Optimization exercise on an open flow, not production practice.
RTL: at most simulated, not proved equivalent.
Function not checked: run 1.
Power: default activity. The flow treats the clock pin as an ideal source, which a real chip does not have.

[design/flow/run.sh]
#!/bin/bash
# synth_recipe.tcl (not shown) runs the flow's synth.tcl, then flattens the netlist and writes it again
# the make line also repeats each setting of config.mk as NAME=value (left out here)
make -C /OpenROAD-flow-scripts/flow DESIGN_CONFIG=/design/flow/config.mk WORK_HOME=/design/flow/orfs CLKGATE_MAP_FILE= SYNTH_SCRIPT=/design/flow/synth_recipe.tcl finish
[design/flow/config.mk]
export PLATFORM = sky130hd
export DESIGN_NAME = text_console
export DESIGN_NICKNAME = text_console
export VERILOG_FILES = /design/flow/design.v
export SDC_FILE = /design/flow/constraint.sdc
export NUM_CORES = 4
export LEC_CHECK = 0
export CAP_MARGIN = 20
export CORE_MARGIN = 2
export CORE_UTILIZATION = 40
export SLEW_MARGIN = 20
[design/flow/constraint.sdc]
create_clock -name core_clock -period 8.0 [get_ports {clk}]
set_input_delay 1.6000 -clock core_clock [delete_from_list [all_inputs] [get_ports {clk}]]
set_output_delay 1.6000 -clock core_clock [all_outputs]
set_load 0.01 [all_outputs]
[design/flow/design.v]
module text_console #(
  parameter int COLS   = 20,
  parameter int ROWS   = 15,
  parameter int CHAR_W = 32,
  parameter int CHAR_H = 32
) (
  input  logic                      clk,
  input  logic                      rst_n,
  input  logic                      in_valid,
  input  logic [7:0]                in_char,
  output logic                      in_ready,
  input  logic                      clear,
  input  logic [9:0]                currentX,
  input  logic [9:0]                currentY,
  output logic [7:0]                char,
  output logic [9:0]                initialX,
  output logic [9:0]                initialY,
  output logic [$clog2(COLS)-1:0]   cursor_col,
  output logic [$clog2(ROWS)-1:0]   cursor_row,
  output logic                      busy
);
  localparam int CW  = $clog2(COLS);
  localparam int RW  = $clog2(ROWS);
  localparam int XSH = $clog2(CHAR_W);
  localparam int YSH = $clog2(CHAR_H);
  logic          busy_r, rowclr_r;
  logic [CW-1:0] col_q, col_next;
  logic [RW-1:0] row_q, row_next;
  logic          busy_next, rowclr_next;
  logic          adv_row;
  logic          we;
  logic          w_space;
  logic          w_back;
  assign busy       = busy_r;
  assign in_ready   = !busy_r && !clear;
  assign cursor_col = busy_r ? '0 : col_q;
  assign cursor_row = busy_r ? '0 : row_q;
  always_ff @(posedge clk or negedge rst_n) begin
    if (!rst_n) begin
      busy_r   <= 1'b1;
      rowclr_r <= 1'b0;
      col_q    <= '0;
      row_q    <= '0;
    end else begin
      busy_r   <= busy_next;
      rowclr_r <= rowclr_next;
      col_q    <= col_next;
      row_q    <= row_next;
    end
  end
  always_comb begin
    busy_next   = busy_r;
    rowclr_next = rowclr_r;
    col_next    = col_q;
    row_next    = row_q;
    adv_row     = 1'b0;
    we          = 1'b0;
    w_space     = 1'b1;
    w_back      = 1'b0;
    if (busy_r) begin
      we = 1'b1;
      if (col_q < CW'(COLS - 1)) begin
        col_next = col_q + CW'(1);
      end else begin
        col_next = '0;
        if (rowclr_r || row_q == RW'(ROWS - 1)) begin
          row_next    = '0;
          busy_next   = 1'b0;
          rowclr_next = 1'b0;
        end else begin
          row_next = row_q + RW'(1);
        end
      end
    end else if (clear) begin
      busy_next   = 1'b1;
      rowclr_next = 1'b0;
      col_next    = '0;
      row_next    = '0;
    end else if (in_valid) begin
      if (in_char >= 8'h20 && in_char <= 8'h7E) begin
        we      = 1'b1;
        w_space = 1'b0;
        if (col_q < CW'(COLS - 1)) begin
          col_next = col_q + CW'(1);
        end else begin
          col_next = '0;
          adv_row  = 1'b1;
        end
      end else if (in_char == 8'h0A) begin
        col_next = '0;
        adv_row  = 1'b1;
      end else if (in_char == 8'h0D) begin
        col_next = '0;
      end else if (in_char == 8'h08 && col_q != '0) begin
        col_next = col_q - CW'(1);
        we       = 1'b1;
        w_back   = 1'b1;
      end
      if (adv_row) begin
        if (row_q < RW'(ROWS - 1)) begin
          row_next = row_q + RW'(1);
        end else begin
          row_next    = '0;
          busy_next   = 1'b1;
          rowclr_next = 1'b1;
        end
      end
    end
  end
  logic [6:0]      wdata;
  logic [CW-1:0]   wcol;
  logic [ROWS-1:0] row_en;
  logic [COLS-1:0] col_en;
  assign wdata = w_space ? 7'h20 : in_char[6:0];
  assign wcol  = w_back ? col_q - CW'(1) : col_q;
  always_comb begin
    for (int r = 0; r < ROWS; r++) row_en[r] = we && (row_q == RW'(r));
    for (int c = 0; c < COLS; c++) col_en[c] = (wcol == CW'(c));
  end
  logic [6:0] cbuf [ROWS][COLS];
  for (genvar r = 0; r < ROWS; r++) begin : g_row
    for (genvar c = 0; c < COLS; c++) begin : g_col
      always_ff @(posedge clk) begin
        if (row_en[r] && col_en[c]) cbuf[r][c] <= wdata;
      end
    end
  end
  logic [9:0]      col_r, row_r;
  logic            in_range;
  logic [COLS-1:0] col_sel;
  logic [ROWS-1:0] row_sel;
  logic [6:0]      row_val [ROWS];
  logic [6:0]      rd;
  assign col_r    = currentX >> XSH;
  assign row_r    = currentY >> YSH;
  assign in_range = (col_r < 10'(COLS)) && (row_r < 10'(ROWS));
  always_comb begin
    for (int c = 0; c < COLS; c++) col_sel[c] = (col_r == 10'(c));
    for (int r = 0; r < ROWS; r++) row_sel[r] = (row_r == 10'(r));
    for (int r = 0; r < ROWS; r++) begin
      row_val[r] = '0;
      for (int c = 0; c < COLS; c++) row_val[r] = row_val[r] | (cbuf[r][c] & {7{col_sel[c]}});
    end
    rd = '0;
    for (int r = 0; r < ROWS; r++) rd = rd | (row_val[r] & {7{row_sel[r]}});
  end
  logic [6:0] char_q;
  logic [4:0] ix_q, iy_q;
  always_ff @(posedge clk or negedge rst_n) begin
    if (!rst_n) begin
      char_q <= 7'h20;
      ix_q   <= '0;
      iy_q   <= '0;
    end else begin
      char_q <= rd | {1'b0, !in_range, 5'b0};
      ix_q   <= in_range ? currentX[9:5] : '0;
      iy_q   <= in_range ? currentY[9:5] : '0;
    end
  end
  assign char     = {1'b0, char_q};
  assign initialX = {ix_q, 5'b0};
  assign initialY = {iy_q, 5'b0};
endmodule
==> qor.json, run 1 <==
{
  "detailedRoute.firstPassIterationCount": {"value": 8},
  "chipWidth": {"value": 453, "unit": "um"},
  "detailedPlace.worstSlack": {"value": 1520, "unit": "ps"},
  "cts-buffers-inserted": {"value": 209},
  "postPlaceCellArea": {"value": 84900, "unit": "um2"},
  "cts_tree": {"value": "built"},
  "post_synthesis_area_per_instance": {"value": 16.9, "unit": "um2"},
  "critPathLaunchType": {"value": "primary input"},
  "synth_enable_flop_cells": {"value": 2100},
  "dp.final_hpwl": {"value": 178000, "unit": "um"},
  "grt.overflow.total": {"value": 0},
  "required": {"value": 8450, "unit": "ps"},
  "post-route-min-period": {"value": 5950, "unit": "ps"},
  "synthFlopType": {"value": "edfxtp_1"},
  "layout.cells.most_common": {"value": "edfxtp_1"},
  "most-common-layout-cells": {"value": "edfxtp_1, a22oi_1, nor2_1"},
  "cts.hold.buffers_added": {"value": 0},
  "synth-seq-cells": {"value": 2128},
  "antenna_violating_nets_post_route": {"value": 0},
  "clock_insertion_delay_worst_skew": {"value": 890, "unit": "ps"},
  "chipHeight": {"value": 453, "unit": "um"},
  "grt_antenna_before_repair": {"value": 26},
  "io-pin-count": {"value": 71},
  "worst_case_clock_buffer_depth": {"value": 3},
  "die_area": {"value": 205000, "unit": "um2"},
  "synthesis.yosys.warnings": {"value": 3},
  "worst_slew_pin_slew": {"value": 1270, "unit": "ps"},
  "grt_start_max_net_pins": {"value": 192},
  "wl_per_cell": {"value": 38.2, "unit": "um"},
  "post_synth_inst_count": {"value": 4789},
  "multiInputGateArea": {"value": 15700, "unit": "um2"},
  "cts_max_level": {"value": 4},
  "first_global_vias": {"value": 47400},
  "nFillCells": {"value": 17100},
  "worst_slew_margin_rel": {"value": 0.150},
  "floorplan.core_area": {"value": 200000, "unit": "um2"},
  "rows": {"value": 164},
  "synthArstFlopShare": {"value": 0.0132},
  "hold_violations": {"value": 0},
  "track_usage": {"value": 0.284},
  "max-cap-violations": {"value": 0},
  "power.static_leakage": {"value": 32.0, "unit": "nW"},
  "rsz0062_at_grt": {"value": "no"},
  "synth.lib_cells_used.distinct": {"value": 77},
  "final_max_tran_viols": {"value": 0},
  "critical_path.endpoint_type": {"value": "register"},
  "routed_wl": {"value": 297000, "unit": "um"},
  "run_status": {"value": "timing/DRC/antenna clean"},
  "hold_path_class": {"value": "reg -> reg"},
  "gp_congestion": {"value": 0.970},
  "io_buffers": {"value": 49},
  "design_power_total": {"value": 0.0234, "unit": "W"},
  "finalWorstSetupSlack": {"value": 2050, "unit": "ps"},
  "powerDensity": {"value": 256, "unit": "nW/um2"},
  "post_cts_resize_count": {"value": 0},
  "fin_skew": {"value": 63.3, "unit": "ps"},
  "cts.clk_slew.worst_paths": {"value": 60, "unit": "ps"},
  "timing.final.crit_share": {"value": 0.743},
  "route.detailed.drc": {"value": 0},
  "cts_setup_buffers": {"value": 0},
  "finalSetupTns": {"value": 0, "unit": "ps"},
  "vias_per_cell": {"value": 6.53},
  "ir_worst_vdd": {"value": 258, "unit": "uV"},
  "final-seq-area": {"value": 63800, "unit": "um2"},
  "synth.yosys.seq_area_share": {"value": 0.790},
  "cts_root_buffer": {"value": "clkbuf_16"},
  "critical_path.max_fanout": {"value": 17},
  "detailroute.via_count": {"value": 50800},
  "max_clock_freq": {"value": 0.168, "unit": "GHz"},
  "post_synthesis_instance_area": {"value": 80700, "unit": "um2"},
  "first_pass_grt_wire_length": {"value": 400000, "unit": "um"},
  "layout.cell_area.non_filler": {"value": 91500, "unit": "um2"},
  "initial_core_util": {"value": 0.403},
  "layout-area-overhead-vs-synth": {"value": 13.3, "unit": "%"},
  "final_layout_size_suffix_gt1_frac": {"value": 0.106},
  "nets": {"value": 4959},
  "drtIter0Drc": {"value": 9282},
  "path_class": {"value": "in -> reg"},
  "cts_sinks": {"value": 2128},
  "arrival": {"value": 6390, "unit": "ps"},
  "final_count_of_negative_setup_slack_endpoints": {"value": 0}
}
[layout make-up]
class                           instances  area share
Inverter                               18    0.000739
Sequential cell                      2128       0.697
Clock inverter                         97     0.00901
Timing Repair Buffer                  219      0.0229
Tap cell                             2656      0.0363
Antenna cell                           14    0.000383
Multi-Input combinational cell       2344       0.172
Clock buffer                          291      0.0620
[stage by stage]
step | utilization | hold WS, ps | std cells
2_1_floorplan | - | 481 | 4800
3_3_place_gp | 0.425 | 490 | 7365
3_5_place_dp | 0.425 | 505 | 7365
4_1_cts | 0.457 | 519 | 7753
5_1_grt | 0.457 | 560 | 7754
6_report | 0.457 | 519 | 7767
[cell families after synthesis]
group / share of synthesized area
compound gates: 0.103
xor+xnor: 0.000109
fa+ha+maj: 0.00109
buf+inv: 0.0193
flops: 0.790
mux: 0.0289
other cells: 0.0000465
simple gates: 0.0575
[metal layers]
metal | wire length [um] | global-route usage | up-vias | part of all wire
met5 | 196 | 0 | - | 0.00066
met4 | 19600 | 0.161 | 26 | 0.066
li1 | - | - | 19700 | -
met1 | 107000 | 0.377 | 25900 | 0.36
met3 | 43800 | 0.0943 | 841 | 0.15
met2 | 126000 | 0.410 | 4242 | 0.43
[sequential cells by signal, summed over array words and instances, names as in the netlist]
name,cells
cbuf,2100
char_q,7
col_q,5
ix_q,5
iy_q,5
row_q,4
busy_r,1
rowclr_r,1
[cells in the mapped netlist, types with 11 or more instances]
cell type | count | area, um2
or4_1 | 12 | 90.1
nand2_1 | 146 | 548
nand3_1 | 63 | 315
buf_6 | 11 | 124
and3_1 | 40 | 250
a221oi_1 | 86 | 753
mux2_2 | 17 | 191
a31oi_1 | 19 | 119
or3_1 | 11 | 68.8
o2bb2ai_1 | 22 | 193
nor4_1 | 19 | 119
and4_1 | 13 | 114
nand4_1 | 98 | 613
clkbuf_1 | 139 | 522
a222oi_1 | 20 | 200
mux2i_1 | 207 | 2070
o32ai_1 | 17 | 149
dfrtp_1 | 26 | 651
and2_1 | 17 | 106
a2111oi_0 | 25 | 219
inv_1 | 17 | 63.8
a22oi_1 | 500 | 3750
buf_4 | 32 | 240
a22o_1 | 89 | 780
buf_2 | 99 | 495
o22ai_1 | 43 | 269
nor2b_1 | 19 | 119
o21bai_1 | 20 | 150
edfxtp_1 | 2100 | 63100
o21ai_0 | 66 | 330
nor2_1 | 448 | 1680
a21oi_1 | 127 | 636
nor3_1 | 48 | 240
buf_1 | 28 | 105
[path summary, 6_finish.rpt]
path / slack [ps] / end / from / cells past startpoint
hold reg to reg: 520 / rowclr_r / rowclr_r / 1
setup reg to reg: 2480 / cbuf[267][1] / col_q[0] / 8
setup / recovery: 2050 / cbuf[267][1] / in_char[4] / 8
hold / removal: 520 / rowclr_r / rowclr_r / 1
max in group asynchronous: 6370 / ix_q[3] / rst_n / 1
min in group asynchronous: 880 / col_q[3] / rst_n / 1
[worst max-delay path, stage by stage]
cell	delay (ps)
clkdlybuf4s50_1	460
nor4_1	380
nand3_1	240
nor3_1	490
nand2_1	220
o32ai_1	830
nand2_2	980
nor2_1	1150
[report_power, final]
| group | total, W | internal, W | switching, W |
|---|---|---|---|
| clock network | 0.00949 | 0.00521 | 0.00428 |
| registers | 0.0124 | 0.0123 | 0.0000962 |
| logic | 0.00160 | 0.000291 | 0.00131 |
| total | 0.0234 | 0.0178 | 0.00568 |
==> run 2: changes to the inputs <==
--- a/design/flow/design.v
+++ b/design/flow/design.v
@@ -109,19 +109,21 @@
   end
   logic [6:0]      wdata;
   logic [CW-1:0]   wcol;
-  logic [ROWS-1:0] row_en;
-  logic [COLS-1:0] col_en;
   assign wdata = w_space ? 7'h20 : in_char[6:0];
   assign wcol  = w_back ? col_q - CW'(1) : col_q;
+  logic [ROWS-1:0] row_en_n;
+  logic [COLS-1:0] col_en_n;
   always_comb begin
-    for (int r = 0; r < ROWS; r++) row_en[r] = we && (row_q == RW'(r));
-    for (int c = 0; c < COLS; c++) col_en[c] = (wcol == CW'(c));
+    for (int r = 0; r < ROWS; r++) row_en_n[r] = !(we && (row_q == RW'(r)));
+    for (int c = 0; c < COLS; c++) col_en_n[c] = (wcol != CW'(c));
   end
   logic [6:0] cbuf [ROWS][COLS];
   for (genvar r = 0; r < ROWS; r++) begin : g_row
     for (genvar c = 0; c < COLS; c++) begin : g_col
+      logic en;
+      text_console_nor2 u_en (.a(row_en_n[r]), .b(col_en_n[c]), .y(en));
       always_ff @(posedge clk) begin
-        if (row_en[r] && col_en[c]) cbuf[r][c] <= wdata;
+        if (en) cbuf[r][c] <= wdata;
       end
     end
   end
@@ -134,13 +136,33 @@
   assign col_r    = currentX >> XSH;
   assign row_r    = currentY >> YSH;
   assign in_range = (col_r < 10'(COLS)) && (row_r < 10'(ROWS));
+  localparam int NG = (COLS + 2) / 3;    
+  logic [3*NG-1:0] col_sel3;
+  logic [NG-1:0]   grp_n [ROWS][7];
   always_comb begin
     for (int c = 0; c < COLS; c++) col_sel[c] = (col_r == 10'(c));
     for (int r = 0; r < ROWS; r++) row_sel[r] = (row_r == 10'(r));
-    for (int r = 0; r < ROWS; r++) begin
-      row_val[r] = '0;
-      for (int c = 0; c < COLS; c++) row_val[r] = row_val[r] | (cbuf[r][c] & {7{col_sel[c]}});
+    col_sel3 = '0;
+    col_sel3[COLS-1:0] = col_sel;
+  end
+  for (genvar r = 0; r < ROWS; r++) begin : g_rd_row
+    for (genvar b = 0; b < 7; b++) begin : g_rd_bit
+      for (genvar g = 0; g < NG; g++) begin : g_rd_grp
+        logic [2:0] d3;
+        for (genvar k = 0; k < 3; k++) begin : g_k
+          if (3*g + k < COLS) begin : g_d
+            assign d3[k] = cbuf[r][3*g+k][b];
+          end else begin : g_z
+            assign d3[k] = 1'b0;
+          end
+        end
+        text_console_aoi3 u_aoi (.d(d3), .s(col_sel3[3*g+2:3*g]), .y_n(grp_n[r][b][g]));
+      end
     end
+  end
+  always_comb begin
+    for (int r = 0; r < ROWS; r++)
+      for (int b = 0; b < 7; b++) row_val[r][b] = !(&grp_n[r][b]);
     rd = '0;
     for (int r = 0; r < ROWS; r++) rd = rd | (row_val[r] & {7{row_sel[r]}});
   end
@@ -161,3 +183,17 @@
   assign initialX = {ix_q, 5'b0};
   assign initialY = {iy_q, 5'b0};
 endmodule
+module text_console_aoi3 (
+  input  logic [2:0] d,
+  input  logic [2:0] s,
+  output logic       y_n
+);
+  assign y_n = !(|(d & s));
+endmodule
+module text_console_nor2 (
+  input  logic a,
+  input  logic b,
+  output logic y
+);
+  assign y = !(a || b);
+endmodule
--- a/design/flow/config.mk
+++ b/design/flow/config.mk
@@ -7,5 +7,9 @@
 export LEC_CHECK = 0
 export CAP_MARGIN = 20
 export CORE_MARGIN = 2
-export CORE_UTILIZATION = 40
+export CORE_UTILIZATION = 70
+export CTS_BUF_LIST = sky130_fd_sc_hd__clkbuf_16
+export CTS_CLUSTER_DIAMETER = 80
+export CTS_CLUSTER_SIZE = 30
 export SLEW_MARGIN = 20
+export SYNTH_HIERARCHICAL = 1
==> qor.json, run 2 <==
{
  "hold_path_class": {"value": "reg -> reg"},
  "post_synthesis_instance_area": {"value": 76000, "unit": "um2"},
  "synth.top_cell.area_share": {"value": 0.830},
  "synth.lib_cells_used.distinct": {"value": 64},
  "cell_internal_pwr": {"value": 0.0145, "unit": "W"},
  "wl_per_cell": {"value": 35.1, "unit": "um"},
  "synth.yosys.seq_area_share": {"value": 0.840},
  "layout.cells.most_common": {"value": "edfxtp_1"},
  "post_synthesis_area_per_instance": {"value": 19.9, "unit": "um2"},
  "route.met2.wl": {"value": 91600, "unit": "um"},
  "top_signal_layer_used": {"value": "met5"},
  "main_combinational_cell_family_by_area_after_synthesis": {"value": "compound AO/OA/AOI/OAI gates"},
  "path_class": {"value": "in -> reg"},
  "dp.final_hpwl": {"value": 117000, "unit": "um"},
  "drtIter0Drc": {"value": 9968},
  "first_global_vias": {"value": 41000},
  "initial_core_util": {"value": 0.707},
  "cts-buffers-inserted": {"value": 81},
  "power.share.clock": {"value": 0.268},
  "most-common-layout-cells": {"value": "edfxtp_1, a222oi_1, nor2_1"},
  "synthFlopType": {"value": "edfxtp_1"},
  "rows": {"value": 120},
  "floorplan.core_area": {"value": 107000, "unit": "um2"},
  "io_buffers": {"value": 49},
  "post_cts_resize_count": {"value": 0},
  "synthesis.yosys.warnings": {"value": 12},
  "synth_enable_flop_cells": {"value": 2100},
  "worst_slew_margin_rel": {"value": 0.196},
  "die_area": {"value": 111000, "unit": "um2"},
  "yosys-top-cells-area": {"value": "edfxtp_1, a222oi_1, nor2_1"},
  "design_power_total": {"value": 0.0188, "unit": "W"},
  "grt.overflow.total": {"value": 0},
  "cell_with_the_most_instances_after_synthesis": {"value": "edfxtp_1"},
  "post_synth_and_or_nand_nor_area_fraction": {"value": 0.0457},
  "comb_power_share": {"value": 0.076},
  "cts_tree": {"value": "built"},
  "cts.hold.buffers_added": {"value": 0},
  "detailroute.via_count": {"value": 43300},
  "cts_setup_buffers": {"value": 0},
  "synth_adder_area_share": {"value": 0.00115},
  "final_layout_size_suffix_gt1_frac": {"value": 0.0557},
  "flop2flop_setup_slack": {"value": 3150, "unit": "ps"},
  "cts_sinks": {"value": 2128},
  "chipWidth": {"value": 333, "unit": "um"},
  "route.met3.wl": {"value": 27700, "unit": "um"},
  "power.static_leakage": {"value": 26.9, "unit": "nW"},
  "cts.clk_slew.worst_paths": {"value": 110, "unit": "ps"},
  "max-cap-violations": {"value": 0},
  "route.detailed.drc": {"value": 0},
  "rr_worst_depth": {"value": 8},
  "switching_share": {"value": 0.231},
  "largest_reg_flops": {"value": 2100},
  "first_pass_grt_wire_length": {"value": 282000, "unit": "um"},
  "cts_max_level": {"value": 3},
  "max_clock_freq": {"value": 0.183, "unit": "GHz"},
  "cts_root_buffer": {"value": "clkbuf_16"},
  "detailedRoute.firstPassIterationCount": {"value": 14},
  "share_seq_of_total_power": {"value": 0.656},
  "critical_path.max_fanout": {"value": 23},
  "hold_violations": {"value": 0},
  "required": {"value": 8610, "unit": "ps"},
  "final_count_of_negative_setup_slack_endpoints": {"value": 0},
  "reg.largest.list": {"value": "cbuf x2100, char_q x7"},
  "post_synth_inst_count": {"value": 3815},
  "final_max_tran_viols": {"value": 0},
  "layout-area-overhead-vs-synth": {"value": 8.44, "unit": "%"},
  "chipHeight": {"value": 333, "unit": "um"},
  "worst_case_clock_buffer_depth": {"value": 3},
  "worst_slew_pin_slew": {"value": 1200, "unit": "ps"},
  "clock_insertion_delay_worst_skew": {"value": 720, "unit": "ps"},
  "synthArstFlopShare": {"value": 0.0132},
  "synth_compound_gate_area_share": {"value": 0.110},
  "antenna_violating_nets_post_route": {"value": 0},
  "synth-seq-cells": {"value": 2128},
  "finalSetupTns": {"value": 0, "unit": "ps"},
  "synth.area.mux_share": {"value": 0.000544},
  "commonest_cells_in_the_synthesized_netlist": {"value": "edfxtp_1, a222oi_1, nor2_1"},
  "max_flop_register": {"value": "cbuf"},
  "fin_skew": {"value": 31.7, "unit": "ps"},
  "worst_hold_path.num_cells": {"value": 1},
  "post-route-min-period": {"value": 5470, "unit": "ps"},
  "powerDensity": {"value": 229, "unit": "nW/um2"},
  "timing.final.crit_share": {"value": 0.684},
  "io-pin-count": {"value": 71},
  "critPathLaunchType": {"value": "primary input"},
  "m1WireLength": {"value": 70600, "unit": "um"},
  "rsz0062_at_grt": {"value": "no"},
  "track_usage": {"value": 0.358},
  "vias_per_cell": {"value": 7.63},
  "grt_antenna_before_repair": {"value": 8},
  "nets": {"value": 4269},
  "arrival": {"value": 6070, "unit": "ps"},
  "switching_power": {"value": 0.00436, "unit": "W"},
  "gp_congestion": {"value": 0.873},
  "post-synth-top-area-cell": {"value": "edfxtp_1"},
  "routed_wl": {"value": 199000, "unit": "um"},
  "ir_worst_vdd": {"value": 206, "unit": "uV"},
  "run_status": {"value": "timing/DRC/antenna clean"},
  "grt_start_max_net_pins": {"value": 233},
  "critical_path.endpoint_type": {"value": "register"},
  "synth-xor-area-share": {"value": 0.000115}
}
## run 2: changes by cell type after synthesis, sizes merged, moves of 119 or more
cell / before / now
a21oi: 127 / 8
a222oi: 20 / 735
a22oi: 500 / 1
buf: 170 / 14
clkbuf: 140 / 11
mux2i: 207 / 3
## run 2: layer usage
metal | GRT usage | vias to the layer above
li1 | - | 17900
met1 | 0.527 | 21700
met4 | 0.144 | 16
met5 | 0 | -
met3 | 0.0713 | 435
met2 | 0.541 | 3336
## run 2: final timing paths
kind | start | to
max | currentX[9] | char_q[1]
min | rowclr_r | rowclr_r
max reg2reg | col_q[0] | cbuf[208][4]
min reg2reg | rowclr_r | rowclr_r
max in group asynchronous | rst_n | ix_q[1]
min in group asynchronous | rst_n | iy_q[4]
## run 2: cell families (layout without fill, tap and decap cells)
group                    Yosys count  count (layout)
flip-flops                      2128            2128
AO/OA/AOI/OAI                    907             907
other                              1             225
buffers and inverters             37             277
XOR/XNOR                           1               1
adder cells (fa/ha/maj)            7               7
multiplexers                       4               4
AND/OR/NAND/NOR                  730             730
## run 2: final cells by class
class / instances / area [um2]
flip-flops and latches: 2128 / 63800
diodes: 3 / 7.51
inverters: 12 / 45.0
clock inverters: 46 / 213
fillers: 5922 / 25000
clock buffers: 83 / 2080
repair buffers: 136 / 1420
well taps: 1403 / 1760
multi-input cells: 1871 / 13100
## run 2: power groups by stage
stage | sequential [W] | combinational [W] | clock (W)
after floorplan | 0.0126 | 0.000710 | 0
after global placement | 0.0126 | 0.00136 | 0
after detailed placement | 0.0126 | 0.00137 | 0
after CTS | 0.0124 | 0.00137 | 0.00506
after global routing | 0.0124 | 0.00147 | 0.00540
final | 0.0124 | 0.00143 | 0.00504
## run 2: worst max-delay path, cell delays in order
cell and delay, ps:
clkdlybuf4s50_1 580, nand2b_1 500, nor3_2 270, buf_4 310, buf_4 280, a222oi_1 570, nand4_1 300, o21ai_0 700
nand4_1 430, or4_1 510
## run 2: stage by stage
step	util	area [um2]	setup WS, ps	std cells	hold slack, ps
detailed placement	0.745	80000	2020	5547	510
finish	0.767	82400	2530	5682	547
CTS	0.767	82300	2750	5676	536
global placement	0.745	80000	2030	5547	507
floorplan	-	76800	60.3	4036	481
global route	0.767	82400	2640	5680	555
## run 2: Yosys stat by module (local to each module, per instance)
| module | cells | flip-flops and latches |
|---|---|---|
| text_console | 2780 | 2128 |
| text_console_aoi3 | 1 | 0 |
| text_console_nor2 | 1 | 0 |
==> run 3: changes to the inputs <==
--- a/design/flow/design.v
+++ b/design/flow/design.v
@@ -131,40 +131,31 @@
   logic            in_range;
   logic [COLS-1:0] col_sel;
   logic [ROWS-1:0] row_sel;
-  logic [6:0]      row_val [ROWS];
   logic [6:0]      rd;
   assign col_r    = currentX >> XSH;
   assign row_r    = currentY >> YSH;
   assign in_range = (col_r < 10'(COLS)) && (row_r < 10'(ROWS));
-  localparam int NG = (COLS + 2) / 3;    
-  logic [3*NG-1:0] col_sel3;
-  logic [NG-1:0]   grp_n [ROWS][7];
+  localparam int NG = ROWS / 3;
+  logic [NG-1:0] grp_n [COLS][7];
+  logic [6:0]    col_val [COLS];
   always_comb begin
     for (int c = 0; c < COLS; c++) col_sel[c] = (col_r == 10'(c));
     for (int r = 0; r < ROWS; r++) row_sel[r] = (row_r == 10'(r));
-    col_sel3 = '0;
-    col_sel3[COLS-1:0] = col_sel;
   end
-  for (genvar r = 0; r < ROWS; r++) begin : g_rd_row
+  for (genvar c = 0; c < COLS; c++) begin : g_rd_col
     for (genvar b = 0; b < 7; b++) begin : g_rd_bit
       for (genvar g = 0; g < NG; g++) begin : g_rd_grp
-        logic [2:0] d3;
-        for (genvar k = 0; k < 3; k++) begin : g_k
-          if (3*g + k < COLS) begin : g_d
-            assign d3[k] = cbuf[r][3*g+k][b];
-          end else begin : g_z
-            assign d3[k] = 1'b0;
-          end
-        end
-        text_console_aoi3 u_aoi (.d(d3), .s(col_sel3[3*g+2:3*g]), .y_n(grp_n[r][b][g]));
+        text_console_aoi3 u_aoi (
+          .d({cbuf[3*g+2][c][b], cbuf[3*g+1][c][b], cbuf[3*g][c][b]}),
+          .s(row_sel[3*g+2:3*g]), .y_n(grp_n[c][b][g]));
       end
     end
   end
   always_comb begin
-    for (int r = 0; r < ROWS; r++)
-      for (int b = 0; b < 7; b++) row_val[r][b] = !(&grp_n[r][b]);
+    for (int c = 0; c < COLS; c++)
+      for (int b = 0; b < 7; b++) col_val[c][b] = !(&grp_n[c][b]);
     rd = '0;
-    for (int r = 0; r < ROWS; r++) rd = rd | (row_val[r] & {7{row_sel[r]}});
+    for (int c = 0; c < COLS; c++) rd = rd | (col_val[c] & {7{col_sel[c]}});
   end
   logic [6:0] char_q;
   logic [4:0] ix_q, iy_q;
==> qor.json, run 3 <==
{
  "path_class": {"value": "in -> reg"},
  "final_layout_size_suffix_gt1_frac": {"value": 0.0560},
  "io_buffers": {"value": 49},
  "grt_antenna_before_repair": {"value": 5},
  "wl_per_cell": {"value": 35.0, "unit": "um"},
  "critical_path.max_fanout": {"value": 102},
  "max_flop_register": {"value": "cbuf"},
  "cell_internal_pwr": {"value": 0.0146, "unit": "W"},
  "nFillCells": {"value": 5867},
  "cts_setup_buffers": {"value": 0},
  "powerDensity": {"value": 233, "unit": "nW/um2"},
  "layout.cells.most_common": {"value": "edfxtp_1"},
  "finalSetupTns": {"value": 0, "unit": "ps"},
  "cts-buffers-inserted": {"value": 81},
  "cts_sinks": {"value": 2128},
  "arrival": {"value": 5930, "unit": "ps"},
  "final_count_of_negative_setup_slack_endpoints": {"value": 0},
  "dp.final_hpwl": {"value": 113000, "unit": "um"},
  "required": {"value": 8640, "unit": "ps"},
  "clock_insertion_delay_worst_skew": {"value": 710, "unit": "ps"},
  "io-pin-count": {"value": 71},
  "track_usage": {"value": 0.343},
  "nets": {"value": 4074},
  "grt.overflow.total": {"value": 0},
  "ir_worst_vdd": {"value": 219, "unit": "uV"},
  "route.detailed.drc": {"value": 0},
  "switching_power": {"value": 0.00432, "unit": "W"},
  "synth-seq-cells": {"value": 2128},
  "drtIter0Drc": {"value": 8820},
  "worst_case_clock_buffer_depth": {"value": 3},
  "first_pass_grt_wire_length": {"value": 274000, "unit": "um"},
  "worst_slew_pin_slew": {"value": 1190, "unit": "ps"},
  "final_max_tran_viols": {"value": 0},
  "cts_max_level": {"value": 3},
  "run_status": {"value": "timing/DRC/antenna clean"},
  "cts.hold.buffers_added": {"value": 0},
  "critical_path.endpoint_type": {"value": "register"},
  "post_synthesis_area_per_instance": {"value": 19.8, "unit": "um2"},
  "critPathLaunchType": {"value": "primary input"},
  "post_synthesis_instance_area": {"value": 75900, "unit": "um2"},
  "die_area": {"value": 111000, "unit": "um2"},
  "power.share.clock": {"value": 0.264},
  "antenna_violating_nets_post_route": {"value": 0},
  "synth_enable_flop_cells": {"value": 2100},
  "cts_tree": {"value": "built"},
  "rsz0062_at_grt": {"value": "no"},
  "hold_path_class": {"value": "reg -> reg"},
  "synth.lib_cells_used.distinct": {"value": 66},
  "post-route-min-period": {"value": 5290, "unit": "ps"},
  "power.static_leakage": {"value": 24.8, "unit": "nW"},
  "cts_root_buffer": {"value": "clkbuf_16"},
  "initial_core_util": {"value": 0.707},
  "design_power_total": {"value": 0.0189, "unit": "W"},
  "rows": {"value": 120},
  "chipWidth": {"value": 333, "unit": "um"},
  "synthesis.yosys.warnings": {"value": 12},
  "synth.top_cell.area_share": {"value": 0.831},
  "share_seq_of_total_power": {"value": 0.660},
  "floorplan.core_area": {"value": 107000, "unit": "um2"},
  "gp_congestion": {"value": 0.922},
  "first_global_vias": {"value": 40400},
  "hold_violations": {"value": 0},
  "most-common-layout-cells": {"value": "edfxtp_1, a222oi_1, nor2_1"},
  "post_synth_inst_count": {"value": 3835},
  "post-synth-top-area-cell": {"value": "edfxtp_1"},
  "chipHeight": {"value": 333, "unit": "um"},
  "switching_share": {"value": 0.228},
  "final-instance-count-excl-fill": {"value": 5477},
  "reg.largest.list": {"value": "cbuf x2100, char_q x7"},
  "comb_power_share": {"value": 0.076},
  "largest_reg_flops": {"value": 2100},
  "layout-area-overhead-vs-synth": {"value": 7.24, "unit": "%"},
  "commonest_cells_in_the_synthesized_netlist": {"value": "edfxtp_1, a222oi_1, nor2_1"},
  "cell_with_the_most_instances_after_synthesis": {"value": "edfxtp_1"},
  "placed_cells": {"value": 5354},
  "max_clock_freq": {"value": 0.189, "unit": "GHz"},
  "max-cap-violations": {"value": 0},
  "cts.clk_slew.worst_paths": {"value": 120, "unit": "ps"},
  "synth.yosys.seq_area_share": {"value": 0.840},
  "synthArstFlopShare": {"value": 0.0132},
  "synthFlopType": {"value": "edfxtp_1"},
  "timing.final.crit_share": {"value": 0.662},
  "yosys-top-cells-area": {"value": "edfxtp_1, a222oi_1, nor2_1"},
  "routed_wl": {"value": 192000, "unit": "um"},
  "vias_per_cell": {"value": 7.76},
  "detailedRoute.firstPassIterationCount": {"value": 14},
  "detailroute.via_count": {"value": 42500},
  "grt_start_max_net_pins": {"value": 193},
  "fin_skew": {"value": 23.7, "unit": "ps"},
  "post_cts_resize_count": {"value": 0},
  "worst_slew_margin_rel": {"value": 0.207}
}
## run 3: changes by cell type in the layout (fill, tap and decap cells not counted), sizes merged, moves of 34 or more
cell,delta
o21ai,-53
conb,-210
a222oi,-34
nand2,+54
and3,+91
nand4,-105
a22oi,+42
## run 3: metal layers
metal | part of all wire | GRT usage
met3 | 0.12 | 0.0582
met5 | 0.00019 | 0
met1 | 0.35 | 0.482
met4 | 0.041 | 0.125
met2 | 0.49 | 0.555
## run 3: cells by family (layout without fill, tap and decap cells)
family / after synthesis / in the layout / share of synthesized area
compound gates: 866 / 866 / 0.107
xor+xnor: 4 / 4 / 0.000461
fa+ha+maj: 7 / 7 / 0.00115
buf+inv: 36 / 261 / 0.00244
flops: 2128 / 2128 / 0.840
mux: 4 / 4 / 0.000560
other cells: 1 / 15 / 0.0000494
simple gates: 789 / 789 / 0.0489
## run 3: power by group through the flow
stage / Sequential, W / Clock [W] / Combinational, W
after floorplan: 0.0127 / 0 / 0.000721
after global placement: 0.0127 / 0 / 0.00135
after detailed placement: 0.0127 / 0 / 0.00140
after CTS: 0.0125 / 0.00503 / 0.00140
after global routing: 0.0125 / 0.00536 / 0.00148
final: 0.0125 / 0.00500 / 0.00144
## run 3: per-module statistics from Yosys, one instance, submodules excluded
module | cells inside | area (um2) | flip-flops and latches | times used
text_console | 2835 | 67800 | 2128 | 1
text_console_aoi3 | 1 | 10.0 | 0 | 700
text_console_nor2 | 1 | 3.75 | 0 | 300
## run 3: worst paths after layout
kind | from | end | slack [ps] | cells past startpoint
min in group asynchronous | rst_n | char_q[0] | 1100 | 1
worst min-delay path | rowclr_r | rowclr_r | 570 | 1
worst min register to register | rowclr_r | rowclr_r | 570 | 1
max in group asynchronous | rst_n | col_q[1] | 6220 | 1
worst max-delay path | currentY[7] | char_q[5] | 2710 | 11
worst max register to register | col_q[0] | cbuf[186][2] | 3390 | 8
## run 3: through the flow
step                setup slack, ps  hold slack (ps)  cell area, um2  utilization
finish                         2710              566           81400        0.759
CTS                            2840              555           81400        0.758
detailed placement             2090              532           79100        0.737
global route                   2680              571           81400        0.758
global placement               2200              502           79100        0.737
floorplan                       719              481           76000            -
## run 3: cell type report
| cell class | count | area, um2 | share of cell area |
|---|---|---|---|
| Antenna cell | 3 | 7.51 | 0.0000922 |
| Clock buffer | 85 | 2130 | 0.0261 |
| Clock inverter | 34 | 159 | 0.00195 |
| Inverter | 12 | 45.0 | 0.000553 |
| Multi-Input combinational cell | 1682 | 12200 | 0.150 |
| Sequential cell | 2128 | 63800 | 0.783 |
| Tap cell | 1403 | 1760 | 0.0216 |
| Timing Repair Buffer | 130 | 1360 | 0.0167 |
## run 3: worst max-delay path: stages
cell and delay (ps):
clkdlybuf4s50_1 800, nand2b_1 430, nor2_4 60, buf_12 260, buf_4 350, a222oi_1 480, and3_1 240, nand3_1 240
a222oi_1 920, nand4_1 150, or3_1 340
==> run 4: changes to the inputs <==
==> design/flow/config.mk (replaced) <==
export PLATFORM = sky130hd
export DESIGN_NAME = text_console
export DESIGN_NICKNAME = text_console
export VERILOG_FILES = /design/flow/design.v
export SDC_FILE = /design/flow/constraint.sdc
export NUM_CORES = 4
export LEC_CHECK = 0
export CAP_MARGIN = 0
export CORE_MARGIN = 2
export CORE_UTILIZATION = 70
export CTS_BUF_LIST = sky130_fd_sc_hd__clkbuf_16
export CTS_CLUSTER_DIAMETER = 80
export CTS_CLUSTER_SIZE = 33
export SLEW_MARGIN = 0
export SYNTH_HIERARCHICAL = 1
==> qor.json, run 4 <==
{
  "grt_antenna_before_repair": {"value": 5},
  "met1_usage": {"value": 0.482},
  "cts_root_buffer": {"value": "clkbuf_16"},
  "first_global_vias": {"value": 40300},
  "max-cap-violations": {"value": 0},
  "floorplan.core_area": {"value": 107000, "unit": "um2"},
  "finalSetupTns": {"value": 0, "unit": "ps"},
  "io-pin-count": {"value": 71},
  "synth.yosys.seq_area_share": {"value": 0.840},
  "chipWidth": {"value": 333, "unit": "um"},
  "ir_worst_vdd": {"value": 209, "unit": "uV"},
  "groute.layer.met3.usage": {"value": 0.0578},
  "vias_per_cell": {"value": 7.77},
  "grt_start_max_net_pins": {"value": 193},
  "finalWorstSetupSlack": {"value": 2780, "unit": "ps"},
  "cts_max_level": {"value": 3},
  "post_cts_resize_count": {"value": 0},
  "layout.cells.most_common": {"value": "edfxtp_1"},
  "critical_path.max_fanout": {"value": 102},
  "first_pass_grt_wire_length": {"value": 273000, "unit": "um"},
  "rows": {"value": 120},
  "hp-start": {"value": "rowclr_r"},
  "initial_core_util": {"value": 0.707},
  "global_route.peak_usage_layer": {"value": "met2"},
  "nets": {"value": 4067},
  "cts.hold.buffers_added": {"value": 0},
  "timing.final.crit_share": {"value": 0.653},
  "crit-reg2reg-launch": {"value": "col_q[0]"},
  "layout.cell_area.non_filler": {"value": 81300, "unit": "um2"},
  "run_status": {"value": "timing/DRC/antenna clean"},
  "cts-buffers-inserted": {"value": 75},
  "synth_enable_flop_cells": {"value": 2100},
  "postPlaceCellArea": {"value": 79100, "unit": "um2"},
  "worst_slew_pin_slew": {"value": 1250, "unit": "ps"},
  "synthesis.yosys.warnings": {"value": 12},
  "cts_sinks": {"value": 2128},
  "reg.largest.list": {"value": "cbuf x2100, char_q x7"},
  "detailedRoute.firstPassIterationCount": {"value": 12},
  "required": {"value": 8650, "unit": "ps"},
  "max_clock_freq": {"value": 0.192, "unit": "GHz"},
  "wl_per_cell": {"value": 35.0, "unit": "um"},
  "post_synthesis_instance_area": {"value": 75900, "unit": "um2"},
  "worst_slew_margin_rel": {"value": 0.166},
  "worst_case_clock_buffer_depth": {"value": 3},
  "hold_path_class": {"value": "reg -> reg"},
  "most-common-layout-cells": {"value": "edfxtp_1, a222oi_1, nor2_1"},
  "post-synth-top-area-cell": {"value": "edfxtp_1"},
  "synth-seq-cells": {"value": 2128},
  "io_buffers": {"value": 49},
  "groute.layer.met2.usage": {"value": 0.556},
  "max_flop_register": {"value": "cbuf"},
  "setup.worst_path.start": {"value": "currentY[7]"},
  "detailedPlace.worstSlack": {"value": 2090, "unit": "ps"},
  "cts_setup_buffers": {"value": 0},
  "yosys-top-cells-area": {"value": "edfxtp_1, a222oi_1, nor2_1"},
  "cts.clk_slew.worst_paths": {"value": 120, "unit": "ps"},
  "synthArstFlopShare": {"value": 0.0132},
  "cell_with_the_most_instances_after_synthesis": {"value": "edfxtp_1"},
  "final_count_of_negative_setup_slack_endpoints": {"value": 0},
  "rsz0062_at_grt": {"value": "no"},
  "post_synth_inst_count": {"value": 3835},
  "die_area": {"value": 111000, "unit": "um2"},
  "chipHeight": {"value": 333, "unit": "um"},
  "critPathLaunchType": {"value": "primary input"},
  "nFillCells": {"value": 5850},
  "drtIter0Drc": {"value": 9300},
  "post_synthesis_area_per_instance": {"value": 19.8, "unit": "um2"},
  "cts_tree": {"value": "built"},
  "clock_insertion_delay_worst_skew": {"value": 710, "unit": "ps"},
  "grt.overflow.total": {"value": 0},
  "design_power_total": {"value": 0.0189, "unit": "W"},
  "dp.final_hpwl": {"value": 113000, "unit": "um"},
  "layout-area-overhead-vs-synth": {"value": 7.11, "unit": "%"},
  "power.static_leakage": {"value": 24.7, "unit": "nW"},
  "final_layout_size_suffix_gt1_frac": {"value": 0.0550},
  "largest_reg_flops": {"value": 2100},
  "routed_wl": {"value": 191000, "unit": "um"},
  "route.detailed.drc": {"value": 0},
  "post-route-min-period": {"value": 5220, "unit": "ps"},
  "synth.lib_cells_used.distinct": {"value": 66},
  "critical_path.endpoint_type": {"value": "register"},
  "fin_skew": {"value": 27.3, "unit": "ps"},
  "path_class": {"value": "in -> reg"},
  "detailroute.via_count": {"value": 42500},
  "track_usage": {"value": 0.343},
  "synth.top_cell.area_share": {"value": 0.831},
  "final_max_tran_viols": {"value": 0},
  "gp_congestion": {"value": 0.922},
  "commonest_cells_in_the_synthesized_netlist": {"value": "edfxtp_1, a222oi_1, nor2_1"},
  "hold_violations": {"value": 0},
  "powerDensity": {"value": 232, "unit": "nW/um2"},
  "arrival": {"value": 5870, "unit": "ps"},
  "antenna_violating_nets_post_route": {"value": 0},
  "synthFlopType": {"value": "edfxtp_1"}
}
-- run 4: cell counts after synthesis --
Identical to the previous run, type by type.
-- run 4: Yosys stat by module, one instance, submodules excluded --
module / copies in the design / flops+latches / area [um2] / cells inside
text_console_nor2: 300 / 0 / 3.75 / 1
text_console_aoi3: 700 / 0 / 10.0 / 1
text_console: 1 / 2128 / 67800 / 2835
-- run 4: report_power, final --
part	total [W]	switching [W]	internal [W]
Combinational	0.00144	0.00113	0.000308
Sequential	0.0125	0.000135	0.0124
Clock	0.00496	0.00304	0.00192
-- run 4: through the flow --
stage                     instances   util  hold slack (ps)
final                          5463  0.758              568
after floorplan                3846      -              481
after CTS                      5458  0.757              557
after detailed placement       5354  0.737              532
after global placement         5354  0.737              502
after global routing           5458  0.757              572
-- run 4: logic make-up after synthesis --
group / after synthesis / synth area share
buf+inv: 36 / 0.00244
mux: 4 / 0.000560
xor+xnor: 4 / 0.000461
fa+ha+maj: 7 / 0.00115
simple gates: 789 / 0.0489
other cells: 1 / 0.0000494
compound gates: 866 / 0.107
flops: 2128 / 0.840
-- run 4: worst paths after layout --
path,to,slack [ps],depth (start not counted)
max reg2reg,cbuf[186][2],3270,8
min reg2reg,rowclr_r,570,1
max,char_q[5],2780,11
min in group asynchronous,char_q[0],1100,1
min,rowclr_r,570,1
max in group asynchronous,iy_q[2],6230,1
-- run 4: metal layers --
metal | part of all wire | up-vias
met5 | 0.00020 | -
met2 | 0.49 | 3133
met3 | 0.12 | 354
met4 | 0.040 | 6
li1 | - | 17500
met1 | 0.35 | 21500
-- run 4: critical path, stage by stage --
cell	delay, ps
clkdlybuf4s50_1	810
nand2b_1	440
nor2_4	60
buf_12	240
buf_4	350
a222oi_1	550
and3_1	280
nand3_1	190
a222oi_1	800
nand4_1	160
or3_1	340
-- run 4: layout make-up --
class                           instances  area (um2)  share of cell area
Timing Repair Buffer                  129        1340              0.0164
Inverter                               12        45.0            0.000554
Clock inverter                         23         175             0.00215
Antenna cell                            5        12.5            0.000154
Multi-Input combinational cell       1682       12200               0.150
Clock buffer                           81        2030              0.0249
Sequential cell                      2128       63800               0.784
Tap cell                             1403        1760              0.0216
==> run 5: changes to the inputs <==
--- a/design/flow/config.mk
+++ b/design/flow/config.mk
@@ -10,6 +10,6 @@
 export CORE_UTILIZATION = 70
 export CTS_BUF_LIST = sky130_fd_sc_hd__clkbuf_16
 export CTS_CLUSTER_DIAMETER = 80
-export CTS_CLUSTER_SIZE = 33
+export CTS_CLUSTER_SIZE = 30
 export SLEW_MARGIN = 0
 export SYNTH_HIERARCHICAL = 1
==> qor.json, run 5 <==
{
  "run_status": {"value": "timing/DRC/antenna clean"},
  "synth.yosys.seq_area_share": {"value": 0.840},
  "detailroute.via_count": {"value": 42400},
  "die_area": {"value": 111000, "unit": "um2"},
  "path_class": {"value": "in -> reg"},
  "critical_path.endpoint_type": {"value": "register"},
  "nets": {"value": 4073},
  "chipWidth": {"value": 333, "unit": "um"},
  "chipHeight": {"value": 333, "unit": "um"},
  "first_global_vias": {"value": 40400},
  "critical_path.max_fanout": {"value": 102},
  "placed_cells": {"value": 5354},
  "dp.final_hpwl": {"value": 113000, "unit": "um"},
  "post-synth-top-area-cell": {"value": "edfxtp_1"},
  "most-common-layout-cells": {"value": "edfxtp_1, a222oi_1, nor2_1"},
  "global_route.peak_usage_layer": {"value": "met2"},
  "yosys-top-cells-area": {"value": "edfxtp_1, a222oi_1, nor2_1"},
  "finalSetupTns": {"value": 0, "unit": "ps"},
  "met1_usage": {"value": 0.482},
  "drtIter0Drc": {"value": 8960},
  "synthFlopType": {"value": "edfxtp_1"},
  "max_flop_register": {"value": "cbuf"},
  "fin_skew": {"value": 26.1, "unit": "ps"},
  "flop2flop_setup_slack": {"value": 3350, "unit": "ps"},
  "cts.hold.buffers_added": {"value": 0},
  "first_pass_grt_wire_length": {"value": 274000, "unit": "um"},
  "switching_share": {"value": 0.228},
  "layout-area-overhead-vs-synth": {"value": 7.20, "unit": "%"},
  "rr_worst_depth": {"value": 8},
  "post_synth_inst_count": {"value": 3835},
  "final-instance-count-excl-fill": {"value": 5474},
  "gp_congestion": {"value": 0.922},
  "post_synthesis_instance_area": {"value": 75900, "unit": "um2"},
  "final_max_tran_viols": {"value": 0},
  "grt.overflow.total": {"value": 0},
  "cts_tree": {"value": "built"},
  "vias_per_cell": {"value": 7.75},
  "cell_with_the_most_instances_after_synthesis": {"value": "edfxtp_1"},
  "arrival": {"value": 5900, "unit": "ps"},
  "timing.final.crit_share": {"value": 0.657},
  "worst_hold_path.num_cells": {"value": 1},
  "synth-seq-cells": {"value": 2128},
  "cts.clk_slew.worst_paths": {"value": 120, "unit": "ps"},
  "synthArstFlopShare": {"value": 0.0132},
  "final_layout_size_suffix_gt1_frac": {"value": 0.0558},
  "final_count_of_negative_setup_slack_endpoints": {"value": 0},
  "grt_antenna_before_repair": {"value": 5},
  "post_synthesis_area_per_instance": {"value": 19.8, "unit": "um2"},
  "cts_sinks": {"value": 2128},
  "max_clock_freq": {"value": 0.190, "unit": "GHz"},
  "cts_setup_buffers": {"value": 0},
  "rsz0062_at_grt": {"value": "no"},
  "largest_reg_flops": {"value": 2100},
  "routed_wl": {"value": 192000, "unit": "um"},
  "rows": {"value": 120},
  "max-cap-violations": {"value": 0},
  "required": {"value": 8650, "unit": "ps"},
  "groute.layer.met2.usage": {"value": 0.555},
  "route.detailed.drc": {"value": 0},
  "layout.cells.most_common": {"value": "edfxtp_1"},
  "hold_worst_path_end": {"value": "rowclr_r"},
  "share_seq_of_total_power": {"value": 0.659},
  "rr_endpoint": {"value": "cbuf[186][2]"},
  "worst_case_clock_buffer_depth": {"value": 3},
  "detailedRoute.firstPassIterationCount": {"value": 14},
  "initial_core_util": {"value": 0.707},
  "worst_slew_margin_rel": {"value": 0.180},
  "post_cts_resize_count": {"value": 0},
  "commonest_cells_in_the_synthesized_netlist": {"value": "edfxtp_1, a222oi_1, nor2_1"},
  "antenna_violating_nets_post_route": {"value": 0},
  "floorplan.core_area": {"value": 107000, "unit": "um2"},
  "io_buffers": {"value": 49},
  "io-pin-count": {"value": 71},
  "hold_path_class": {"value": "reg -> reg"},
  "synthesis.yosys.warnings": {"value": 12},
  "cts-buffers-inserted": {"value": 81},
  "power.share.clock": {"value": 0.264},
  "clock_insertion_delay_worst_skew": {"value": 710, "unit": "ps"},
  "post-route-min-period": {"value": 5250, "unit": "ps"},
  "groute.layer.met3.usage": {"value": 0.0582},
  "powerDensity": {"value": 233, "unit": "nW/um2"},
  "ir_worst_vdd": {"value": 218, "unit": "uV"},
  "cell_internal_pwr": {"value": 0.0146, "unit": "W"},
  "cts_root_buffer": {"value": "clkbuf_16"},
  "worst_slew_pin_slew": {"value": 1230, "unit": "ps"},
  "wl_per_cell": {"value": 35.0, "unit": "um"},
  "synth.top_cell.area_share": {"value": 0.831},
  "hold_violations": {"value": 0},
  "crit-reg2reg-launch": {"value": "col_q[0]"},
  "grt_start_max_net_pins": {"value": 193},
  "critPathLaunchType": {"value": "primary input"},
  "track_usage": {"value": 0.343},
  "comb_power_share": {"value": 0.076},
  "power.static_leakage": {"value": 24.8, "unit": "nW"},
  "cts_max_level": {"value": 3},
  "reg.largest.list": {"value": "cbuf x2100, char_q x7"},
  "hp-start": {"value": "rowclr_r"},
  "switching_power": {"value": 0.00433, "unit": "W"},
  "synth.lib_cells_used.distinct": {"value": 66},
  "synth_enable_flop_cells": {"value": 2100}
}
[run 5: cell counts after synthesis]
Identical to the previous run, type by type.
[run 5: logic make-up (layout without fill, tap and decap cells)]
| group | Yosys count | in the layout | synth area share |
|---|---|---|---|
| AO/OA/AOI/OAI | 866 | 866 | 0.107 |
| other | 1 | 13 | 0.0000494 |
| multiplexers | 4 | 4 | 0.000560 |
| flip-flops | 2128 | 2128 | 0.840 |
| buffers and inverters | 36 | 260 | 0.00244 |
| XOR/XNOR | 4 | 4 | 0.000461 |
| adder cells (fa/ha/maj) | 7 | 7 | 0.00115 |
| AND/OR/NAND/NOR | 789 | 789 | 0.0489 |
[run 5: final cells by class]
| cell class | count | area [um2] |
|---|---|---|
| diodes | 1 | 2.50 |
| clock buffers | 85 | 2130 |
| clock inverters | 34 | 159 |
| fillers | 5871 | 26000 |
| inverters | 12 | 45.0 |
| multi-input cells | 1682 | 12200 |
| flip-flops and latches | 2128 | 63800 |
| well taps | 1403 | 1760 |
| repair buffers | 129 | 1340 |
[run 5: critical path: stages]
cell,delay [ps]
clkdlybuf4s50_1,800
nand2b_1,430
nor2_4,60
buf_12,250
buf_4,350
a222oi_1,520
and3_1,280
nand3_1,210
a222oi_1,850
nand4_1,150
or3_1,340
[run 5: stage by stage]
step | total power [W] | setup slack, ps | hold slack [ps] | instance area, um2 | util
final | 0.0189 | 2750 | 571 | 81400 | 0.758
after global routing | 0.0194 | 2680 | 571 | 81400 | 0.758
after CTS | 0.0189 | 2840 | 555 | 81400 | 0.758
after detailed placement | 0.0141 | 2090 | 532 | 79100 | 0.737
after global placement | 0.0141 | 2200 | 502 | 79100 | 0.737
after floorplan | 0.0134 | 719 | 481 | 76000 | -
[run 5: power groups by stage]
stage / Sequential, W / Clock [W] / Combinational, W
6_report: 0.0125 / 0.00501 / 0.00144
2_1_floorplan: 0.0127 / 0 / 0.000721
4_1_cts: 0.0125 / 0.00503 / 0.00140
5_1_grt: 0.0125 / 0.00536 / 0.00148
3_5_place_dp: 0.0127 / 0 / 0.00140
3_3_place_gp: 0.0127 / 0 / 0.00135
[run 5: how the worst max path moves through the flow]
stage,startpoint,to,depth (start not counted)
detailed placement,currentY[7],char_q[5],11
global placement,currentY[7],char_q[5],11
floorplan,currentY[9],char_q[4],8
finish,currentY[7],char_q[5],11
global route,currentY[7],char_q[5],11
CTS,currentY[7],char_q[5],11
[run 5: layer usage]
metal	vias up	part of all wire
met1	21400	0.35
met2	3110	0.49
li1	17500	-
met5	-	0.00019
met4	6	0.042
met3	379	0.12
[run 5: per-module statistics from Yosys (local to each module, per instance)]
| module | flops+latches | cell area [um2] | cells |
|---|---|---|---|
| text_console | 2128 | 67800 | 2835 |
| text_console_nor2 | 0 | 3.75 | 1 |
| text_console_aoi3 | 0 | 10.0 | 1 |
==> run 6: changes to the inputs <==
--- a/design/flow/config.mk
+++ b/design/flow/config.mk
@@ -7,7 +7,7 @@
 export LEC_CHECK = 0
 export CAP_MARGIN = 0
 export CORE_MARGIN = 2
-export CORE_UTILIZATION = 70
+export CORE_UTILIZATION = 80
 export CTS_BUF_LIST = sky130_fd_sc_hd__clkbuf_16
 export CTS_CLUSTER_DIAMETER = 80
 export CTS_CLUSTER_SIZE = 30
==> qor.json, run 6 <==
{
  "largest_reg_flops": {"value": 2100},
  "final_count_of_negative_setup_slack_endpoints": {"value": 0},
  "cts_setup_buffers": {"value": 0},
  "worst_hold_path.num_cells": {"value": 1},
  "grt_antenna_before_repair": {"value": 8},
  "rsz0062_at_grt": {"value": "no"},
  "cts_max_level": {"value": 3},
  "cts_sinks": {"value": 2128},
  "io_buffers": {"value": 49},
  "synthArstFlopShare": {"value": 0.0132},
  "detailroute.via_count": {"value": 43800},
  "hold_path_class": {"value": "reg -> reg"},
  "most-common-layout-cells": {"value": "edfxtp_1, a222oi_1, nor2_1"},
  "synthesis.yosys.warnings": {"value": 12},
  "cts_root_buffer": {"value": "clkbuf_16"},
  "first_global_vias": {"value": 42500},
  "max-cap-violations": {"value": 0},
  "first_pass_grt_wire_length": {"value": 283000, "unit": "um"},
  "antenna_violating_nets_post_route": {"value": 0},
  "postLayoutCoreUtil": {"value": 0.866},
  "finalSetupTns": {"value": 0, "unit": "ps"},
  "run_status": {"value": "timing/DRC/antenna clean"},
  "vias_per_cell": {"value": 8.25},
  "die_area": {"value": 97400, "unit": "um2"},
  "rr_endpoint": {"value": "cbuf[125][6]"},
  "hp-start": {"value": "rowclr_r"},
  "layout.cells.most_common": {"value": "edfxtp_1"},
  "post_synthesis_area_per_instance": {"value": 19.8, "unit": "um2"},
  "dp.final_hpwl": {"value": 111000, "unit": "um"},
  "rows": {"value": 112},
  "arrival": {"value": 5980, "unit": "ps"},
  "post_synthesis_instance_area": {"value": 75900, "unit": "um2"},
  "synth.top_cell.area_share": {"value": 0.831},
  "synth_enable_flop_cells": {"value": 2100},
  "synthFlopType": {"value": "edfxtp_1"},
  "commonest_cells_in_the_synthesized_netlist": {"value": "edfxtp_1, a222oi_1, nor2_1"},
  "reg.largest.list": {"value": "cbuf x2100, char_q x7"},
  "grt_start_max_net_pins": {"value": 214},
  "final_layout_size_suffix_gt1_frac": {"value": 0.0537},
  "cell_with_the_most_instances_after_synthesis": {"value": "edfxtp_1"},
  "groute.layer.met3.usage": {"value": 0.0955},
  "rr_worst_depth": {"value": 8},
  "post-synth-top-area-cell": {"value": "edfxtp_1"},
  "detailedPlace.worstSlack": {"value": 2020, "unit": "ps"},
  "final_max_tran_viols": {"value": 0},
  "cts.clk_slew.worst_paths": {"value": 110, "unit": "ps"},
  "route.detailed.drc": {"value": 0},
  "detailedRoute.firstPassIterationCount": {"value": 17},
  "critical_path.endpoint_type": {"value": "register"},
  "synth.yosys.seq_area_share": {"value": 0.840},
  "fin_hold_ws": {"value": 541, "unit": "ps"},
  "worst_slew_pin_slew": {"value": 1270, "unit": "ps"},
  "global_route.peak_usage_layer": {"value": "met2"},
  "floorplan.core_area": {"value": 93700, "unit": "um2"},
  "powerDensity": {"value": 234, "unit": "nW/um2"},
  "critPathLaunchType": {"value": "primary input"},
  "groute.layer.met2.usage": {"value": 0.623},
  "hold_worst_path_end": {"value": "rowclr_r"},
  "postPlaceCellArea": {"value": 78900, "unit": "um2"},
  "cts_tree": {"value": "built"},
  "chipWidth": {"value": 312, "unit": "um"},
  "critical_path.max_fanout": {"value": 101},
  "post-route-min-period": {"value": 5410, "unit": "ps"},
  "gp_congestion": {"value": 0.911},
  "max_flop_register": {"value": "cbuf"},
  "worst_case_clock_buffer_depth": {"value": 3},
  "synth.lib_cells_used.distinct": {"value": 66},
  "flop2flop_setup_slack": {"value": 3370, "unit": "ps"},
  "routed_wl": {"value": 195000, "unit": "um"},
  "post_cts_resize_count": {"value": 0},
  "cts-buffers-inserted": {"value": 81},
  "nFillCells": {"value": 3735},
  "drtIter0Drc": {"value": 11500},
  "cts.hold.buffers_added": {"value": 0},
  "finalWorstSetupSlack": {"value": 2590, "unit": "ps"},
  "power.static_leakage": {"value": 24.7, "unit": "nW"},
  "io-pin-count": {"value": 71},
  "timing.final.crit_share": {"value": 0.676},
  "synth-seq-cells": {"value": 2128},
  "nets": {"value": 4069},
  "ir_worst_vdd": {"value": 427, "unit": "uV"},
  "fin_skew": {"value": 22.4, "unit": "ps"},
  "clock_insertion_delay_worst_skew": {"value": 710, "unit": "ps"},
  "required": {"value": 8570, "unit": "ps"},
  "met1_usage": {"value": 0.557},
  "chipHeight": {"value": 312, "unit": "um"},
  "layout.cell_area.non_filler": {"value": 81200, "unit": "um2"},
  "crit-reg2reg-launch": {"value": "col_q[0]"},
  "grt.overflow.total": {"value": 0},
  "initial_core_util": {"value": 0.810},
  "layout-area-overhead-vs-synth": {"value": 6.93, "unit": "%"},
  "worst_slew_margin_rel": {"value": 0.154},
  "path_class": {"value": "in -> reg"},
  "hold_violations": {"value": 0},
  "wl_per_cell": {"value": 36.6, "unit": "um"},
  "post_synth_inst_count": {"value": 3835},
  "max_clock_freq": {"value": 0.185, "unit": "GHz"},
  "track_usage": {"value": 0.403},
  "yosys-top-cells-area": {"value": "edfxtp_1, a222oi_1, nor2_1"}
}
[run 6: cell types whose count changed in the layout (fill, tap and decap cells not counted), sizes merged]
cell	before	now
inv	42	32
buf	81	77
diode	1	4
clkbuf	85	87
clkinv	3	2
[run 6: logic make-up (layout without fill, tap and decap cells)]
group                      count (synthesis)  in the layout  share of synthesized area
muxes                                      4              4                   0.000560
AOI/OAI and AO/OA                        866            866                      0.107
and+or+nand+nor                          789            789                     0.0489
xor gates and xnor gates                   4              4                   0.000461
adders and majority gates                  7              7                    0.00115
buffers and inverters                     36            247                    0.00244
other                                      1             16                  0.0000494
DFF                                     2128           2128                      0.840
[run 6: per-stage QoR]
step	total power [W]	instances
after floorplan	0.0134	3846
after global placement	0.0140	5201
after detailed placement	0.0141	5201
after CTS	0.0189	5311
after global routing	0.0193	5311
final	0.0190	5315
[run 6: per-module statistics from Yosys, one instance, submodules excluded]
module / cells / copies in the design / area (um2) / flip-flops and latches
text_console_aoi3: 1 / 700 / 10.0 / 0
text_console: 2835 / 1 / 67800 / 2128
text_console_nor2: 1 / 300 / 3.75 / 0
[run 6: worst max-delay path by stage]
stage	from	endpoint	slack, ps
CTS	currentY[7]	char_q[1]	2720
finish	currentY[7]	char_q[1]	2590
global placement	currentY[7]	char_q[1]	2090
global route	currentY[7]	char_q[1]	2590
detailed placement	currentY[7]	char_q[1]	2020
floorplan	currentY[9]	char_q[4]	720
[run 6: area by class of cell]
class	instances	area, um2	share of cell area
Clock inverter	23	116	0.00143
Antenna cell	4	10.0	0.000123
Tap cell	1254	1570	0.0193
Timing Repair Buffer	125	1320	0.0162
Clock buffer	87	2180	0.0268
Sequential cell	2128	63800	0.785
Multi-Input combinational cell	1682	12200	0.150
Inverter	12	45.0	0.000555
[run 6: routing by layer]
metal  up-vias  wire length [um]  part of all wire
met4        14             11100             0.057
li1      17500                 -                 -
met2      4489             91000              0.47
met1     21200             60800              0.31
met5         -               100           0.00051
met3       633             31700              0.16
[run 6: report_power, final]
part	internal, W	total, W	switching, W
logic	0.000318	0.00145	0.00114
registers	0.0124	0.0125	0.000140
clock network	0.00198	0.00504	0.00306
total	0.0147	0.0190	0.00433
[run 6: worst max-delay path: stages]
cell,delay [ps]
clkdlybuf4s50_1,830
nand2b_1,450
nor2_4,80
buf_12,250
buf_4,370
a222oi_1,420
and3_1,300
nand3_1,100
a22oi_1,540
nand4_1,330
or4_1,620
==> run 7: changes to the inputs <==
==> design/flow/flow/run.sh (new file) <==
#!/bin/bash
set -euo pipefail
bash standard.sh \
  "CTS_ARGS=-sink_clustering_enable -repair_clock_nets -sink_clustering_size 30 -sink_clustering_max_diameter 80 -buf_list sky130_fd_sc_hd__clkbuf_16 -dont_use_dummy_load" \
  "BUFFER_PORTS_ARGS=-buffer_cell sky130_fd_sc_hd__buf_1" \
  finish > standard_flow.log 2>&1
==> design/flow/standard.sh (new file) <==
#!/bin/bash
# synth_recipe.tcl (not shown) runs the flow's synth.tcl, then flattens the netlist and writes it again
# the make line also repeats each setting of config.mk as NAME=value (left out here)
make -C /OpenROAD-flow-scripts/flow DESIGN_CONFIG=/design/flow/config.mk WORK_HOME=/design/flow/orfs CLKGATE_MAP_FILE= SYNTH_SCRIPT=/design/flow/synth_recipe.tcl "${@:-finish}"
--- a/design/flow/config.mk
+++ b/design/flow/config.mk
@@ -7,7 +7,7 @@
 export LEC_CHECK = 0
 export CAP_MARGIN = 0
 export CORE_MARGIN = 2
-export CORE_UTILIZATION = 80
+export CORE_UTILIZATION = 70
 export CTS_BUF_LIST = sky130_fd_sc_hd__clkbuf_16
 export CTS_CLUSTER_DIAMETER = 80
 export CTS_CLUSTER_SIZE = 30
removed: design/flow/run.sh
==> qor.json, run 7 <==
{
  "post_synthesis_area_per_instance": {"value": 19.8, "unit": "um2"},
  "cts.clk_slew.worst_paths": {"value": 110, "unit": "ps"},
  "finalSetupTns": {"value": 0, "unit": "ps"},
  "ir_worst_vdd": {"value": 225, "unit": "uV"},
  "layout.cells.most_common": {"value": "edfxtp_1"},
  "nets": {"value": 4077},
  "fin_skew": {"value": 61.1, "unit": "ps"},
  "route.detailed.drc": {"value": 0},
  "cts.hold.buffers_added": {"value": 0},
  "design_power_total": {"value": 0.0187, "unit": "W"},
  "clock_insertion_delay_worst_skew": {"value": 720, "unit": "ps"},
  "synth_enable_flop_cells": {"value": 2100},
  "reg.largest.list": {"value": "cbuf x2100, char_q x7"},
  "worst_slew_margin_rel": {"value": 0.171},
  "worstPathCellList": {"value": "buf_1 > nand2b_1 > nor2_4 > buf_12 > buf_4 > a222oi_1 > and3_1 > nand3_1 > a22oi_1 > nand4_1 > or4_1"},
  "critPathLaunchType": {"value": "primary input"},
  "drtIter0Drc": {"value": 9452},
  "detailroute.via_count": {"value": 42500},
  "track_usage": {"value": 0.345},
  "powerDensity": {"value": 232, "unit": "nW/um2"},
  "vias_per_cell": {"value": 7.81},
  "post_synthesis_instance_area": {"value": 75900, "unit": "um2"},
  "post-synth-top-area-cell": {"value": "edfxtp_1"},
  "required": {"value": 8560, "unit": "ps"},
  "synthesis.yosys.warnings": {"value": 12},
  "grt.overflow.total": {"value": 0},
  "synth.lib_cells_used.distinct": {"value": 66},
  "final_count_of_negative_setup_slack_endpoints": {"value": 0},
  "cpPeakStageDelay": {"value": 590, "unit": "ps"},
  "io-pin-count": {"value": 71},
  "synthArstFlopShare": {"value": 0.0132},
  "layout-area-overhead-vs-synth": {"value": 6.54, "unit": "%"},
  "first_pass_grt_wire_length": {"value": 275000, "unit": "um"},
  "rsz0062_at_grt": {"value": "no"},
  "grt_start_max_net_pins": {"value": 214},
  "first_global_vias": {"value": 40600},
  "run_status": {"value": "timing/DRC/antenna clean"},
  "cell_with_the_most_instances_after_synthesis": {"value": "edfxtp_1"},
  "hold_violations": {"value": 0},
  "post_synth_inst_count": {"value": 3835},
  "worst_case_clock_buffer_depth": {"value": 3},
  "max_flop_register": {"value": "cbuf"},
  "critical_path.max_fanout": {"value": 71},
  "commonest_cells_in_the_synthesized_netlist": {"value": "edfxtp_1, a222oi_1, nor2_1"},
  "final_layout_size_suffix_gt1_frac": {"value": 0.0548},
  "synth.yosys.seq_area_share": {"value": 0.840},
  "io_buffers": {"value": 49},
  "max-cap-violations": {"value": 0},
  "detailedRoute.firstPassIterationCount": {"value": 14}
}
run 7: cell types whose count changed in the layout (fill, tap and decap cells not counted), sizes merged:
cell	delta
clkinvlp	-1
buf	+55
clkdlybuf4s50	-48
inv	-22
clkbuf	-5
diode	-1
run 7: path summary, 6_finish.rpt:
check / from / endpoint / slack (ps) / depth (start not counted)
max: currentY[7] / char_q[1] / 2890 / 11
min: rowclr_r / rowclr_r / 530 / 1
max reg2reg: col_q[0] / cbuf[93][5] / 3420 / 8
min reg2reg: rowclr_r / rowclr_r / 530 / 1
max in group asynchronous: rst_n / col_q[2] / 6470 / 2
min in group asynchronous: rst_n / char_q[2] / 1040 / 2
run 7: through the flow:
stage               hold WS [ps]   util  instances
floorplan                    481      -       3846
global placement             496  0.735       5358
detailed placement           506  0.735       5358
CTS                          531  0.753       5439
global route                 549  0.753       5439
finish                       535  0.754       5442
run 7: per-module statistics from Yosys (local to each module, per instance):
module,flip-flops and latches,cells
text_console,2128,2835
text_console_nor2,0,1
text_console_aoi3,0,1
run 7: layout make-up:
| type | instances | area [um2] | area share |
|---|---|---|---|
| sequential | 2128 | 63800 | 0.788 |
| multi-input combinational | 1682 | 12200 | 0.151 |
| clock buffer | 81 | 2030 | 0.0251 |
| tap | 1403 | 1760 | 0.0217 |
| timing repair buffer | 133 | 1090 | 0.0135 |
| inverter | 12 | 45.0 | 0.000557 |
| antenna | 3 | 7.51 | 0.0000928 |
run 7: worst register-to-register path: cells and delay by family (launching register included):
| family | cells | cell delay, ps |
|---|---|---|
| fa+ha+maj | 1 | 250 |
| simple gates | 5 | 2380 |
| buf+inv | 1 | 240 |
| flops | 1 | 630 |
| compound gates | 1 | 750 |
run 7: cells by family (layout without fill, tap and decap cells):
| family | count (synthesis) | after routing | share of synthesized area |
|---|---|---|---|
| AOI/OAI and AO/OA | 866 | 866 | 0.107 |
| muxes | 4 | 4 | 0.000560 |
| adders and majority gates | 7 | 7 | 0.00115 |
| DFF | 2128 | 2128 | 0.840 |
| other | 1 | 15 | 0.0000494 |
| buffers and inverters | 36 | 226 | 0.00244 |
| xor gates and xnor gates | 4 | 4 | 0.000461 |
| and+or+nand+nor | 789 | 789 | 0.0489 |
run 7: power breakdown:
group	switching, W	internal [W]	leakage (nW)	total, W
logic	0.00114	0.000290	4.09	0.00143
registers	0.000131	0.0124	19.4	0.0125
clock network	0.00299	0.00183	0.998	0.00482
run 7: per-layer routing:
layer,global-route usage,part of all wire
met1,0.486,0.34
met2,0.550,0.48
met3,0.0543,0.13
met4,0.151,0.051
met5,0,0.00028
